This is an optimization exercise on Yosys and OpenROAD, whose aim is small area, a short achievable clock period and few clock cycles per item, not a production implementation.
At most, simulation tests tie the RTL to the original design; equivalence was not proved.

==> v1: inputs <==
==> flow/design.v (excerpt) <==
module uv_sphere_mesh_generator (
    input  logic               clk,
    input  logic               rst_n,
    input  logic               item_valid,
    output logic               item_ready,
    input  logic               restart,
    output logic               result_valid,
    input  logic               result_ready,
    output logic [1:0]         item_kind,
    output logic signed [31:0] pos_x,
    output logic signed [31:0] pos_y,
    output logic signed [31:0] pos_z,
    output logic signed [15:0] norm_x,
    output logic signed [15:0] norm_y,
    output logic signed [15:0] norm_z,
    output logic [15:0]        corner_a,
    output logic [15:0]        corner_b,
    output logic [15:0]        corner_c,
    output logic               final_item,
    input  logic               cfg_valid,
    output logic               cfg_ready,
    input  logic [1:0]         cfg_index,
    input  logic [30:0]        cfg_data
);
export LEC_CHECK = 0
export CAP_MARGIN = 20
export CORE_MARGIN = 2
export CORE_UTILIZATION = 40
export CTS_BUF_LIST = sky130_fd_sc_hd__clkbuf_8
export CTS_CLUSTER_SIZE = 30
export SETUP_SLACK_MARGIN = 5
export SLEW_MARGIN = 20
create_clock -name core_clock -period 11.0 [get_ports {clk}]
run.sh (not shown) runs the stock make flow with config.mk's settings and CLKGATE_MAP_FILE= SYNTH_SCRIPT=/design/flow/synth_recipe.tcl, a recipe that flattens the netlist after the stock synthesis.
==> inputs of v28, as changes to v1 <==
--- a/flow/design.v
+++ b/flow/design.v
@@ -230,19 +230,20 @@
     logic [3:0]         kxn, kyx;    
     logic [3:0]         kx, ky;
     logic signed [31:0] x, y;
     logic [31:0]        z;
     logic               zneg;
     logic [31:0]        dx, dy, at;
+    logic               done;        
     logic [31:0]        x_nx, y_nx, z_nx;
     assign fin  = busy && (k == 4'd15);
     assign zneg = z[31];
     assign kx   = ~kxn;
     assign ky   = kyx ^ 4'b0101;
-    assign dx   = 32'(y >>> ky);
-    assign dy   = 32'(x >>> kx);
+    assign dx   = done ? 32'd0 : 32'(y >>> ky);
+    assign dy   = done ? 32'd0 : 32'(x >>> kx);
     assign at   = uvs_pkg::atan_val(k);
     assign x_nx = 32'(({x, 1'b1} + {dx ^ {32{!zneg}}, !zneg}) >> 1);
     assign y_nx = 32'(({y, 1'b1} + {dy ^ {32{zneg}}, zneg}) >> 1);
     assign z_nx = 32'(({z, 1'b1} + {at ^ {32{!zneg}}, !zneg}) >> 1);
     assign x_out = x_nx;
     assign y_out = y_nx;
@@ -255,30 +256,37 @@
         else if (fin && take)
             busy <= 1'b0;
     end
     always_ff @(posedge clk)
     begin
         if (start)
+            done <= 1'b0;
+        else if (fin)
+            done <= 1'b1;
+        if (start)
         begin
             k    <= 4'd0;
             kxn  <= 4'hF;
             kyx  <= 4'b0101;
             x    <= uvs_pkg::CORDIC_X0;
             y    <= 32'd0;
             z[31] <= ang[30];
             flip <= ang[31] ^ ang[30];
             tag  <= tag_in;
         end
-        else if (!fin)
+        else
         begin
-            k    <= k + 4'd1;
-            kxn  <= ~(k + 4'd1);
-            kyx  <= (k + 4'd1) ^ 4'b0101;
+            if (!fin)
+            begin
+                k    <= k + 4'd1;
+                kxn  <= ~(k + 4'd1);
+                kyx  <= (k + 4'd1) ^ 4'b0101;
+                z[31] <= z_nx[31];
+            end
             x    <= x_nx;
             y    <= y_nx;
-            z[31] <= z_nx[31];
         end
         if (start)
             z[30:0] <= ang[30:0];
         else
             z[30:0] <= z_nx[30:0];
     end
@@ -313,13 +321,13 @@
     logic [47:0] l2s0, l2c0, l2s1, l2c1;
     logic [47:0] l3s0, l3c0;
     logic [47:0] l4s0, l4c0;
     logic [47:0] l5s0, l5c0;
     logic [16:0] lo_sum;
     logic [47:0] fsum;
-    logic [33:0] rnd, f_q;
+    logic [33:0] rnd;
     function automatic logic [95:0] csa(input logic [47:0] a, input logic [47:0] b,
                                         input logic [47:0] c);
         logic [47:0] s, co;
         s  = a ^ b ^ c;
         co = ((a & b) | (a & c) | (b & c)) << 1;
         csa = {s, co};
@@ -357,16 +365,14 @@
     begin
         {s_q, c_q} <= csa(l5s0, l5c0, l4c0);
         if (hi)
             c16_q <= lo_sum[16];
     end
     assign fsum = s_q[47:0] + c_q[47:0] + {47'd0, c16_q};
-    always_ff @(posedge clk)
-        f_q <= fsum[47:14];
-    assign rnd  = f_q;
-    assign fraw = f_q[31:0];
+    assign rnd  = fsum[47:14];
+    assign fraw = rnd[31:0];
     always_comb
     begin
         if (!rnd[33] && (rnd[32:31] != 2'b00))
             res = 32'h7FFFFFFF;
         else if (rnd[33] && ((rnd[32:31] != 2'b11) || (rnd[30:0] == 31'd0)))
             res = 32'h80000001;
@@ -396,49 +402,42 @@
     output logic               final_item,
     input  logic               cfg_valid,
     output logic               cfg_ready,
     input  logic [1:0]         cfg_index,
     input  logic [30:0]        cfg_data
 );
-    logic [8:0]  steps;
+    logic [7:0]  sm1, sm2;
     logic [30:0] radius;
     logic [29:0] astep;
     assign cfg_ready = 1'b1;
-    logic [7:0] sm1, sm2;
     always_ff @(posedge clk or negedge rst_n)
     begin
         if (!rst_n)
-        begin
-            sm1 <= 8'(uvs_pkg::RESET_STEPS - 9'd1);
             sm2 <= 8'(uvs_pkg::RESET_STEPS - 9'd2);
-        end
         else
-        begin
-            sm1 <= 8'(steps - 9'd1);
-            sm2 <= 8'(steps - 9'd2);
-        end
+            sm2 <= sm1 - 8'd1;
     end
     always_ff @(posedge clk or negedge rst_n)
     begin
         if (!rst_n)
         begin
-            steps  <= uvs_pkg::RESET_STEPS;
+            sm1    <= 8'(uvs_pkg::RESET_STEPS - 9'd1);
             radius <= uvs_pkg::RESET_RADIUS;
             astep  <= uvs_pkg::RESET_ASTEP;
         end
         else if (cfg_valid)
         begin
             case (cfg_index)
                 2'd0:
                 begin
                     if (cfg_data[8:0] < 9'd4)
-                        steps <= 9'd4;
+                        sm1 <= 8'd3;
                     else if (cfg_data[8:0] > 9'd256)
-                        steps <= 9'd256;
+                        sm1 <= 8'd255;
                     else
-                        steps <= cfg_data[8:0];
+                        sm1 <= 8'(cfg_data[8:0] - 9'd1);
                 end
                 2'd1: radius <= cfg_data;
                 2'd2: astep  <= cfg_data[29:0];
                 default: ;
             endcase
         end
@@ -459,13 +458,13 @@
     logic [2:0]  phase;
     logic [15:0] tri_a, tri_b, tri_c;
     logic        tri_last;
     logic [1:0]         o_kind;
     logic signed [31:0] o_px, o_py, o_pz;
     logic [15:0]        o_nx, o_ny, o_nz;
-    logic [15:0]        o_ca, o_cb, o_cc;
+    logic               o_ntri;    
     logic               o_last;
     assign push      = item_valid && ready_q;
     assign taken     = (out_state == OS_PRES) && result_ready;
     assign out_avail = (out_state != OS_PRES) || result_ready;
     assign can_serve = (pend_cnt != 2'd0) && out_avail;
     assign serve_rst = can_serve && pend_rs[0];
@@ -548,18 +547,17 @@
         begin
             o_kind <= srv_pole ? uvs_pkg::KIND_VERTEX
                     : (srv_tri ? uvs_pkg::KIND_TRI : uvs_pkg::KIND_IDLE);
             o_px   <= 32'sd0;
             o_py   <= 32'sd0;
             o_pz   <= srv_pole ? (srv_south ? -rad32 : rad32) : 32'd0;
-            o_nx   <= 16'd0;
-            o_ny   <= 16'd0;
-            o_nz   <= srv_pole ? (srv_south ? 16'hC000 : 16'd16384) : 16'd0;
-            o_ca   <= srv_tri ? tri_a : 16'd0;
-            o_cb   <= srv_tri ? tri_b : 16'd0;
-            o_cc   <= srv_tri ? tri_c : 16'd0;
+            o_ntri <= !srv_tri;
+            o_nx   <= srv_tri ? tri_a : 16'd0;
+            o_ny   <= srv_tri ? tri_b : 16'd0;
+            o_nz   <= srv_pole ? (srv_south ? 16'hC000 : 16'd16384)
+                    : (srv_tri ? tri_c : 16'd0);
             o_last <= srv_tri && tri_last;
         end
         else
         begin
             if (wr_px)
             begin
@@ -570,29 +568,27 @@
             begin
                 o_kind <= uvs_pkg::KIND_VERTEX;
                 o_py   <= mres;
                 o_pz   <= pz_q;
                 o_ny   <= uvs_pkg::quant_norm(ny_q);
                 o_nz   <= nzq_q;
-                o_ca   <= 16'd0;
-                o_cb   <= 16'd0;
-                o_cc   <= 16'd0;
+                o_ntri <= 1'b1;
                 o_last <= 1'b0;
             end
         end
     end
     assign item_kind  = o_kind;
     assign pos_x      = o_px;
     assign pos_y      = o_py;
     assign pos_z      = o_pz;
-    assign norm_x     = o_nx;
-    assign norm_y     = o_ny;
-    assign norm_z     = o_nz;
-    assign corner_a   = o_ca;
-    assign corner_b   = o_cb;
-    assign corner_c   = o_cc;
+    assign norm_x     = o_kind[0] ? 16'd0 : o_nx;
+    assign norm_y     = o_kind[0] ? 16'd0 : o_ny;
+    assign norm_z     = o_kind[0] ? 16'd0 : o_nz;
+    assign corner_a   = o_ntri ? 16'd0 : o_nx;
+    assign corner_b   = o_ntri ? 16'd0 : o_ny;
+    assign corner_c   = o_ntri ? 16'd0 : o_nz;
     assign final_item = o_last;
     logic        abort;
     logic [7:0]  j_ring, j_col;
     logic        j_th, j_done;
     logic [31:0] th_acc, ph_acc;
     logic        iss_ptr, cmp_ptr;
@@ -604,14 +600,21 @@
         if (!rst_n)
             abort <= 1'b1;
         else
             abort <= serve_rst;
     end
     assign j_ang       = j_th ? th_acc : ph_acc;
-    logic [31:0] ang_sum;
-    assign ang_sum     = j_ang + (j_th ? {2'd0, astep} : {1'b0, astep, 1'b0});
+    logic [1:0]  u_st;           
+    logic        u_th, u_c;
+    logic [31:0] u_acc, u_add;
+    logic [16:0] u_lo;
+    logic [15:0] u_hi;
+    assign u_acc = u_th ? th_acc : ph_acc;
+    assign u_add = u_th ? {2'd0, astep} : {1'b0, astep, 1'b0};
+    assign u_lo  = {1'b0, u_acc[15:0]} + {1'b0, u_add[15:0]};
+    assign u_hi  = u_acc[31:16] + u_add[31:16] + {15'd0, u_c};
     assign j_col_last  = (j_col == sm1);
     assign j_ring_last = (j_ring == sm1);
     logic [1:0]  l_start, l_take, l_busy, l_fin, l_flip, l_tag, l_free;
     logic [31:0] l_x [0:1];
     logic [31:0] l_y [0:1];
     logic        b_valid, b_flip, b_tag;
@@ -622,13 +625,13 @@
     begin
         l_take        = 2'b00;
         l_take[cmp_ptr] = b_load;
         l_free[0]     = !l_busy[0] || (l_fin[0] && l_take[0]);
         l_free[1]     = !l_busy[1] || (l_fin[1] && l_take[1]);
     end
-    assign issue = !j_done && l_free[iss_ptr];
+    assign issue = !j_done && l_free[iss_ptr] && (u_st == 2'd0);
     always_comb
     begin
         l_start          = 2'b00;
         l_start[iss_ptr] = issue;
     end
     for (genvar g = 0; g < 2; g++)
@@ -656,25 +659,27 @@
             j_ring  <= 8'd1;
             j_col   <= 8'd0;
             j_th    <= 1'b1;
             j_done  <= 1'b0;
             th_acc  <= {2'd0, astep};
             ph_acc  <= 32'd0;
+            u_st    <= 2'd0;
             iss_ptr <= 1'b0;
             cmp_ptr <= 1'b0;
             b_valid <= 1'b0;
         end
         else
         begin
             if (issue)
             begin
                 iss_ptr <= !iss_ptr;
                 if (j_th)
                 begin
                     j_th   <= 1'b0;
-                    th_acc <= ang_sum;
+                    u_th   <= 1'b1;
+                    u_st   <= 2'd1;
                 end
                 else
                 begin
                     if (j_col_last)
                     begin
                         j_col  <= 8'd0;
@@ -687,16 +692,34 @@
                             j_th   <= 1'b1;
                         end
                     end
                     else
                     begin
                         j_col  <= j_col + 8'd1;
-                        ph_acc <= ang_sum;
+                        u_th   <= 1'b0;
+                        u_st   <= 2'd1;
                     end
                 end
             end
+            if (u_st == 2'd1)
+            begin
+                u_st <= 2'd2;
+                u_c  <= u_lo[16];
+                if (u_th)
+                    th_acc[15:0] <= u_lo[15:0];
+                else
+                    ph_acc[15:0] <= u_lo[15:0];
+            end
+            else if (u_st == 2'd2)
+            begin
+                u_st <= 2'd0;
+                if (u_th)
+                    th_acc[31:16] <= u_hi;
+                else
+                    ph_acc[31:16] <= u_hi;
+            end
             if (b_load)
             begin
                 cmp_ptr <= !cmp_ptr;
                 b_valid <= 1'b1;
             end
             else if (b_release)
@@ -720,13 +743,13 @@
     localparam logic [2:0] OP_P3   = 3'd4;    
     localparam logic [2:0] OP_TH   = 3'd5;    
     localparam logic [1:0] NX_ITEM = 2'd0;
     localparam logic [1:0] NX_P1   = 2'd1;
     localparam logic [1:0] NX_P2   = 2'd2;
     localparam logic [1:0] NX_P3   = 2'd3;
-    logic [2:0]  mop, fop, gop, mop_nx;    
+    logic [2:0]  mop, fop, mop_nx;    
     logic        mhi;
     logic [1:0]  nxt, nxt_nx;
     logic        fneg_q, fneg_nx;
     logic [16:0] qw_nx;
     logic [31:0] st_q;
     logic        flip_t;
@@ -788,63 +811,60 @@
     logic [2:0]  op;
     always_comb
     begin
         op = free_m ? mop_nx : mop;
         case (op)
             OP_P1:   qsrc = b_y;
-            OP_P2:   qsrc = (free_m && (gop == OP_P0)) ? fraw : nx_q;
-            OP_P3:   qsrc = (free_m && (gop == OP_P1)) ? fraw : ny_q;
+            OP_P2:   qsrc = nx_q;
+            OP_P3:   qsrc = ny_q;
             default: qsrc = b_x;
         endcase
         qw_nx = free_m ? {qsrc[15:0], 1'b0} : qsrc[31:15];
     end
-    assign b_release = (!mhi && (mop == OP_P1)) || (mhi && (mop == OP_TH));
+    assign b_release = !mhi && ((mop == OP_P1) || (mop == OP_TH));
     assign m_op      = ((op == OP_P0) || (op == OP_P1)) ? st_q : {1'b0, radius};
     assign ct_v      = b_flip ? -b_x : b_x;
     uvs_mul u_mul (
         .clk  (clk),
         .m_nx    (m_op),
         .qw_nx   (qw_nx),
         .fneg_nx (fneg_nx),
         .hi      (mhi),
         .res  (mres),
         .fraw (fraw)
     );
-    assign wr_px = (gop == OP_P2) && (out_state == OS_FILL);
-    assign wr_py = (gop == OP_P3) && (out_state == OS_FILL);
+    assign wr_px = (fop == OP_P2) && (out_state == OS_FILL);
+    assign wr_py = (fop == OP_P3) && (out_state == OS_FILL);
     always_ff @(posedge clk)
     begin
         if (abort)
         begin
             mop <= OP_NONE;
             fop <= OP_NONE;
-            gop <= OP_NONE;
             mhi <= 1'b0;
             nxt <= NX_ITEM;
         end
         else
         begin
             mop <= mop_nx;
             nxt <= nxt_nx;
             mhi <= !free_m;
             fop <= mhi ? mop : OP_NONE;
-            gop <= fop;
         end
     end
     always_ff @(posedge clk)
     begin
         fneg_q <= fneg_nx;
-        if (gop == OP_P0)
+        if (fop == OP_P0)
             nx_q <= fraw;
-        if (gop == OP_P1)
+        if (fop == OP_P1)
             ny_q <= fraw;
-        if (gop == OP_TH)
+        if (fop == OP_TH)
             pz_q <= mres;
         if (!mhi && (mop == OP_TH))
         begin
             st_q   <= b_y;
             flip_t <= b_flip;
-        end
-        if (mhi && (mop == OP_TH))
             nzq_q  <= uvs_pkg::quant_norm(ct_v);
+        end
     end
 endmodule
==> flow/flow/run.sh (new file) <==
#!/bin/bash
# The standard layout, with timing repair asked to reach 6.5 ns of setup slack
# at the design's 11 ns clock (config.mk's SETUP_SLACK_MARGIN stops at 5).
# Everything else is the standard flow, run whole by standard.sh.
set -o pipefail
export SETUP_SLACK_MARGIN=6.5
bash standard.sh > standard.log 2>&1
status=$?
tail -20 standard.log
exit $status
==> flow/standard.sh (new file) <==
#!/bin/bash
# synth_recipe.tcl (not shown) runs the flow's synth.tcl, then flattens the netlist and writes it again
# the make line also repeats each setting of config.mk as NAME=value (left out here)
make -C /OpenROAD-flow-scripts/flow DESIGN_CONFIG=/design/flow/config.mk WORK_HOME=/design/flow/orfs CLKGATE_MAP_FILE= SYNTH_SCRIPT=/design/flow/synth_recipe.tcl "${@:-finish}"
SETUP_SLACK_MARGIN = default   (was 5)
removed: flow/run.sh
==> inputs of v23, as changes to v1 <==
--- a/flow/design.v
+++ b/flow/design.v
@@ -243,15 +243,17 @@
     assign at   = uvs_pkg::atan_val(k);
     assign x_nx = 32'(({x, 1'b1} + {dx ^ {32{!zneg}}, !zneg}) >> 1);
     assign y_nx = 32'(({y, 1'b1} + {dy ^ {32{zneg}}, zneg}) >> 1);
     assign z_nx = 32'(({z, 1'b1} + {at ^ {32{!zneg}}, !zneg}) >> 1);
     assign x_out = x_nx;
     assign y_out = y_nx;
-    always_ff @(posedge clk)
+    always_ff @(posedge clk or negedge rst_n)
     begin
-        if (abort)
+        if (!rst_n)
+            busy <= 1'b0;
+        else if (abort)
             busy <= 1'b0;
         else if (start)
             busy <= 1'b1;
         else if (fin && take)
             busy <= 1'b0;
     end
@@ -302,27 +304,27 @@
             d_one[j] <= qw_nx[2*j+1] ^ qw_nx[2*j];
             d_two[j] <= (qw_nx[2*j+2] & ~qw_nx[2*j+1] & ~qw_nx[2*j])
                       | (~qw_nx[2*j+2] & qw_nx[2*j+1] & qw_nx[2*j]);
             d_neg[j] <= qw_nx[2*j+2] ^ fneg_nx;
         end
     end
-    localparam logic [47:0] K2 = 48'hAAAAAAAB2000;
-    logic [47:0] s_q, c_q;
+    localparam logic [48:0] K2 = 49'h0AAAAAAAB2000;
+    logic [48:0] s_q, c_q;
     logic        c16_q;
-    logic [47:0] row [0:10];
-    logic [47:0] l1s0, l1c0, l1s1, l1c1, l1s2, l1c2;
-    logic [47:0] l2s0, l2c0, l2s1, l2c1;
-    logic [47:0] l3s0, l3c0;
-    logic [47:0] l4s0, l4c0;
-    logic [47:0] l5s0, l5c0;
+    logic [48:0] row [0:10];
+    logic [48:0] l1s0, l1c0, l1s1, l1c1, l1s2, l1c2;
+    logic [48:0] l2s0, l2c0, l2s1, l2c1;
+    logic [48:0] l3s0, l3c0;
+    logic [48:0] l4s0, l4c0;
+    logic [48:0] l5s0, l5c0;
     logic [16:0] lo_sum;
     logic [47:0] fsum;
     logic [33:0] rnd, f_q;
-    function automatic logic [95:0] csa(input logic [47:0] a, input logic [47:0] b,
-                                        input logic [47:0] c);
-        logic [47:0] s, co;
+    function automatic logic [97:0] csa(input logic [48:0] a, input logic [48:0] b,
+                                        input logic [48:0] c);
+        logic [48:0] s, co;
         s  = a ^ b ^ c;
         co = ((a & b) | (a & c) | (b & c)) << 1;
         csa = {s, co};
     endfunction
     always_comb
     begin
@@ -331,21 +333,21 @@
         ngp = 1'b0;
         for (int j = 0; j < 8; j++)
         begin
             ng  = d_neg[j];
             bb  = d_one[j] ? {m[31], m} : (d_two[j] ? {m, 1'b0} : 33'd0);
             tt  = ng ? ~bb : bb;
-            row[j] = 48'({~tt[32], tt[31:0]}) << (2*j);
+            row[j] = 49'({~tt[32], tt[31:0]}) << (2*j);
             if (j > 0)
                 row[j][2*j-2] = ngp;
             ngp = ng;
         end
-        row[8]     = hi ? K2 : 48'd0;
+        row[8]     = hi ? K2 : 49'd0;
         row[8][14] = ngp;
-        row[9]     = hi ? {16'd0, s_q[47:16]} : 48'd0;
-        row[10]    = hi ? {16'd0, c_q[47:16]} : 48'd0;
+        row[9]     = hi ? {16'd0, s_q[48:16]} : 49'd0;
+        row[10]    = hi ? {16'd0, c_q[48:16]} : 49'd0;
     end
     assign {l1s0, l1c0} = csa(row[0], row[1], row[2]);
     assign {l1s1, l1c1} = csa(row[3], row[4], row[5]);
     assign {l1s2, l1c2} = csa(row[6], row[7], row[8]);
     assign {l2s0, l2c0} = csa(l1s0, l1c0, l1s1);
     assign {l2s1, l2c1} = csa(l1c1, l1s2, l1c2);
@@ -599,19 +601,17 @@
     logic        issue;
     logic [31:0] j_ang;
     logic        j_col_last, j_ring_last;
     always_ff @(posedge clk or negedge rst_n)
     begin
         if (!rst_n)
-            abort <= 1'b1;
+            abort <= 1'b0;
         else
             abort <= serve_rst;
     end
     assign j_ang       = j_th ? th_acc : ph_acc;
-    logic [31:0] ang_sum;
-    assign ang_sum     = j_ang + (j_th ? {2'd0, astep} : {1'b0, astep, 1'b0});
     assign j_col_last  = (j_col == sm1);
     assign j_ring_last = (j_ring == sm1);
     logic [1:0]  l_start, l_take, l_busy, l_fin, l_flip, l_tag, l_free;
     logic [31:0] l_x [0:1];
     logic [31:0] l_y [0:1];
     logic        b_valid, b_flip, b_tag;
@@ -646,15 +646,27 @@
             .x_out  (l_x[g]),
             .y_out  (l_y[g]),
             .flip   (l_flip[g]),
             .tag    (l_tag[g])
         );
     end
-    always_ff @(posedge clk)
+    always_ff @(posedge clk or negedge rst_n)
     begin
-        if (abort)
+        if (!rst_n)
+        begin
+            j_ring  <= 8'd1;
+            j_col   <= 8'd0;
+            j_th    <= 1'b1;
+            j_done  <= 1'b0;
+            th_acc  <= {2'd0, uvs_pkg::RESET_ASTEP};
+            ph_acc  <= 32'd0;
+            iss_ptr <= 1'b0;
+            cmp_ptr <= 1'b0;
+            b_valid <= 1'b0;
+        end
+        else if (abort)
         begin
             j_ring  <= 8'd1;
             j_col   <= 8'd0;
             j_th    <= 1'b1;
             j_done  <= 1'b0;
             th_acc  <= {2'd0, astep};
@@ -668,13 +680,13 @@
             if (issue)
             begin
                 iss_ptr <= !iss_ptr;
                 if (j_th)
                 begin
                     j_th   <= 1'b0;
-                    th_acc <= ang_sum;
+                    th_acc <= th_acc + {2'd0, astep};
                 end
                 else
                 begin
                     if (j_col_last)
                     begin
                         j_col  <= 8'd0;
@@ -687,13 +699,13 @@
                             j_th   <= 1'b1;
                         end
                     end
                     else
                     begin
                         j_col  <= j_col + 8'd1;
-                        ph_acc <= ang_sum;
+                        ph_acc <= ph_acc + {1'b0, astep, 1'b0};
                     end
                 end
             end
             if (b_load)
             begin
                 cmp_ptr <= !cmp_ptr;
@@ -808,15 +820,23 @@
         .hi      (mhi),
         .res  (mres),
         .fraw (fraw)
     );
     assign wr_px = (gop == OP_P2) && (out_state == OS_FILL);
     assign wr_py = (gop == OP_P3) && (out_state == OS_FILL);
-    always_ff @(posedge clk)
+    always_ff @(posedge clk or negedge rst_n)
     begin
-        if (abort)
+        if (!rst_n)
+        begin
+            mop <= OP_NONE;
+            fop <= OP_NONE;
+            gop <= OP_NONE;
+            mhi <= 1'b0;
+            nxt <= NX_ITEM;
+        end
+        else if (abort)
         begin
             mop <= OP_NONE;
             fop <= OP_NONE;
             gop <= OP_NONE;
             mhi <= 1'b0;
             nxt <= NX_ITEM;
ABC_CLOCK_PERIOD_IN_PS = 3500   (was default)
CTS_BUF_LIST = default   (was sky130_fd_sc_hd__clkbuf_8)
CTS_CLUSTER_SIZE = default   (was 30)
==> impl.org <==
** Logic synthesis
- The share of the synthesized area in compound gates (AO/OA/AOI/OAI) is 0.163.
- Of the total synthesized cell area, the portion taken by XOR and XNOR cells is 0.0998.

** Clocking
- Number of buffers inserted by post-CTS setup repair :: 0
- In this run, CTS created clock tree buffers numbering just under 200.

** Outcome
- Status :: complete, no violations

** Timing
- Final Cycle Share :: 0.507

** Hold path
- Cell count of the worst hold path :: 0
- Hold wc startpoint :: b_y[0]

** Drt
- The routed design has 255000 µm of wire.

** Setup path
- Worst EP required :: ~12 ns

** Cells and area
- The area growth from synthesis to layout is 11.2%.
That was v1.
==> impl.org <==
** Clocking
- Number of buffers created by CTS :: 184
- Buffers added to address setup during post-CTS repair amount to 81.

** Timing
- In the finished design, the share of the clock period the worst path needs comes to 0.432.

** Logic synthesis
- Of the total synthesized cell area, the portion taken by XOR and XNOR cells is 0.102.
- Post-synthesis share of cell area spent on full adders, half adders and majority gates :: 0.134
- The share of the synthesized area in compound gates (AO/OA/AOI/OAI) was 0.179.

** Placement
- Detailed placement ended at an HPWL of 196000 µm.

** Outcome
- Status :: complete, no violations

** Setup path
- Worst EP required :: 11.69 ns
That was v28.
==> impl.org <==
** Outcome
- The run finished with no timing, DRC or antenna violations.

** Logic synthesis
- Of the total synthesized cell area, the portion taken by XOR and XNOR cells is 0.0985.
- Post-synthesis compound-gate area fraction :: 0.176

** Clocking
- Counting the buffers created by CTS gives 132.

** Setup path
- Worst EP required :: between 10 and 15 ns

** Drt
- The final layout contains routed wiring with a total length of 263000 µm.

** Hold path
- Hold wc startpoint :: o_ny[3]
- Cell count of the worst hold path :: 2
That was v23.
Testbench counts of v28, summed over its fixed seeds: cycles 55,980, items 15,858.
Testbench counts of v23, summed over its fixed seeds: cycles 56,004, items 15,858.
No functional check of the RTL was part of v1.

afterwards: timing with drivers on the ports:
How much do the figures lean on ideal ports? The routed layouts below were timed once more, with nothing changed but the port constraints.
Step 1 sets driving cells, clkbuf_16 on the clock port and buf_2 on the other inputs (assumed; they add their load-dependent delay and slew).
Step 2 times the ports against the registers' clock, not the clock port: input delays grow and output delays shrink by t, the midpoint of the rising clock arrivals with the driver on.
Slacks: no drivers / after step 1 / after step 2; pairs: no drivers / after step 1.
run	shift t [ns]	setup slack, ns	hold WS [ns]	worst setup path after step 2	slew at the worst register clock pin (ns)
v1	1.024	5.419 / 5.419 / 5.419	0.438 / 0.438 / 0.438	register to register	0.07 / 0.07
v28	1.046	6.248 / 6.248 / 5.666	0.445 / 0.445 / 0.445	input to register	0.07 / 0.07
v23	0.862	5.423 / 5.423 / 5.330	0.457 / 0.457 / 0.457	input to register	0.07 / 0.07
After both steps every run listed still meets setup and hold. The setup slack of v28, which loses most, moves by 0.000 ns with the drivers and by -0.582 ns with both steps.
